Source: an optimization exercise on an open RTL-to-GDS flow (aim: small area, a short achievable clock period and few clock cycles per item). Production flows keep margins and buffers that such runs may drop. Function was checked by simulation only, so behaviour that the tests miss may differ from the original. Power and IR drop assume default switching activity.

==> flow/design.v (excerpt) <==
module ghash_top
(
    input  logic      clk,
    input  logic      i_rst,
    input  logic      i_psel,
    input  logic      i_penable,
    input  logic      i_pwrite,
    input  ghash_pkg::apb_addr_t i_paddr,
    input  ghash_pkg::word_t     i_pwdata,
    output ghash_pkg::word_t     o_prdata,
    output logic      o_pready,
    output logic      o_pslverr
);
==> flow/config.mk <==
export PLATFORM = sky130hd
export DESIGN_NAME = ghash_top
export DESIGN_NICKNAME = ghash_top
export VERILOG_FILES = /design/flow/design.v
export SDC_FILE = /design/flow/constraint.sdc
export NUM_CORES = 4
export LEC_CHECK = 0
export CAP_MARGIN = 20
export CORE_MARGIN = 5
export CORE_UTILIZATION = 45
export SETUP_SLACK_MARGIN = 4.4
export SLEW_MARGIN = 20
==> flow/constraint.sdc <==
create_clock -name core_clock -period 7.0 [get_ports {clk}]
set_input_delay 1.4000 -clock core_clock [delete_from_list [all_inputs] [get_ports {clk}]]
set_output_delay 1.4000 -clock core_clock [all_outputs]
set_load 0.01 [all_outputs]
run.sh (not shown) runs the stock make flow with config.mk's settings and CLKGATE_MAP_FILE= SYNTH_SCRIPT=/design/flow/synth_recipe.tcl, a recipe that flattens the netlist after the stock synthesis.
The baseline finished with timing, DRC and antenna clean.
Testbench counts at the start, summed over its fixed seeds: cycles 15,872, blocks 1,592.
Rerun with:
--- a/flow/config.mk
+++ b/flow/config.mk
@@ -10 +10 @@
-export CORE_UTILIZATION = 45
+export CORE_UTILIZATION = 52
Outcome: Die area falls by 13%; clock-buffer cell count rises by 6; worst setup slack gets worse by 14 ps; hold slack stays flat; sequential power rises by about 1%; fmax falls by 0.50%; design area is about the same.
Rerun with:
--- a/flow/config.mk
+++ b/flow/config.mk
@@ -10,2 +10,2 @@
-export CORE_UTILIZATION = 52
-export SETUP_SLACK_MARGIN = 4.4
+export CORE_UTILIZATION = 45
+export SETUP_SLACK_MARGIN = 4.0
Result: Register-to-register slack got worse by 310 ps. Setup slack got worse by 310 ps. Die area grows by about a fifth.
Rerun with:
--- a/flow/config.mk
+++ b/flow/config.mk
@@ -11 +11 @@
-export SETUP_SLACK_MARGIN = 4.0
+export SETUP_SLACK_MARGIN = 4.45
Outcome: Final area came out higher by 5.4%; synthesized cell count stays the same; final cell count came out higher by 2.1%; wire length came out higher by 8.4%; register-to-register slack improves by 340 ps; sequential cell count is unchanged; setup slack improves by 340 ps; via count came out higher by 4.1%.
Rerun with:
--- a/flow/config.mk
+++ b/flow/config.mk
@@ -10,2 +10,2 @@
-export CORE_UTILIZATION = 45
-export SETUP_SLACK_MARGIN = 4.45
+export CORE_UTILIZATION = 40
+export SETUP_SLACK_MARGIN = 4.4
Setup slack degrades by 43 ps.
Sequential power stays flat.
Via count climbs by 0.31%.
Rerun with:
--- a/flow/config.mk
+++ b/flow/config.mk
@@ -10,2 +10,2 @@
-export CORE_UTILIZATION = 40
-export SETUP_SLACK_MARGIN = 4.4
+export CORE_UTILIZATION = 45
+export SETUP_SLACK_MARGIN = 4.5
The changed run completed without violations.
Final area rose by about 1.4%.
Setup slack improved by 59 ps.
Power came out higher by 2.4%.
Clock skew hardly moves.
Wire length grows by about 2.5%.
Sequential cell count stays the same.
Clock power grows by 5.2%.

Setup of red:
ghash_top again, from the RTL that the note above started with.
==> flow/design.v (excerpt) <==
module ghash_top
(
    input  logic      clk,
    input  logic      i_rst,
    input  logic      i_psel,
    input  logic      i_penable,
    input  logic      i_pwrite,
    input  ghash_pkg::apb_addr_t i_paddr,
    input  ghash_pkg::word_t     i_pwdata,
    output ghash_pkg::word_t     o_prdata,
    output logic      o_pready,
    output logic      o_pslverr
);
make LEC_CHECK=0 CAP_MARGIN=10 CORE_MARGIN=5 CORE_UTILIZATION=45 SETUP_SLACK_MARGIN=4.4 SLEW_MARGIN=10 finish   # period 7.0 ns
red ended with every stage complete and zero timing, DRC or antenna violations.
Testbench counts of red, summed over its fixed seeds: cycles 15,872, blocks 1,592.
Relative to red, the following input files were edited for green:
- a change of CORE_UTILIZATION from 45 to 48
- a change of CAP_MARGIN from 10 to 20
- a change of SLEW_MARGIN from 10 to 20
- a change of SETUP_SLACK_MARGIN from 4.4 to 4.5
Sequential share of layout area: green vs red down 0.36 points
Compared with red, green shows a count of clock-buffer cells in the layout that is 9.0% lower.
Half-perimeter wire length after detailed placement, green vs red: down slightly
Fmax: green lower than red
| total power | red vs green | ≈ equal |
Higher final worst-path cycle share among green and red: green
Against red, the final cell area of green is higher.

==> what the ideal ports hide <==
In the flow no input, the clock included, has a driving cell. The finished layouts below were timed again as built, in two steps. Step 1, drivers: a clkbuf_16 drives clk and a buf_2 each remaining input, both assumed. Step 2, shift: input delay + t, output delay - t, t = (earliest + latest rising clock arrival at the registers) / 2. This alone moves slack from input paths to output paths. Slacks: ideal / step 1 / step 2; pairs: ideal / step 1.
run | shift t [ns] | setup slack, ns | worst register clock-pin slew, ns | worst data-port slew with drivers (ns) | cell pins on the clock port's net
the first run of note 1 | 0.748 | 4.312 / 4.308 / 3.687 | 0.07 / 0.07 | 0.07 | 1
the second run of note 1 | 0.748 | 4.299 / 4.290 / 3.663 | 0.07 / 0.07 | 0.08 | 1
the third run of note 1 | 0.740 | 3.985 / 3.974 / 3.306 | 0.07 / 0.07 | 0.07 | 1
the fourth run of note 1 | 0.758 | 4.329 / 4.303 / 3.722 | 0.07 / 0.07 | 0.09 | 1
the fifth run of note 1 | 0.723 | 4.287 / 4.287 / 3.648 | 0.07 / 0.07 | 0.19 | 1
the sixth run of note 1 | 0.756 | 4.346 / 4.296 / 3.727 | 0.07 / 0.07 | 0.15 | 1
red | 0.748 | 4.312 / 4.308 / 3.687 | 0.07 / 0.07 | 0.07 | 1
green | 0.732 | 4.298 / 4.298 / 3.645 | 0.07 / 0.07 | 0.20 | 1
After both steps every run listed still meets setup and hold. For the third run of note 1, which loses most, drivers alone change the setup slack by -0.011 ns; drivers and shift together by -0.679 ns.
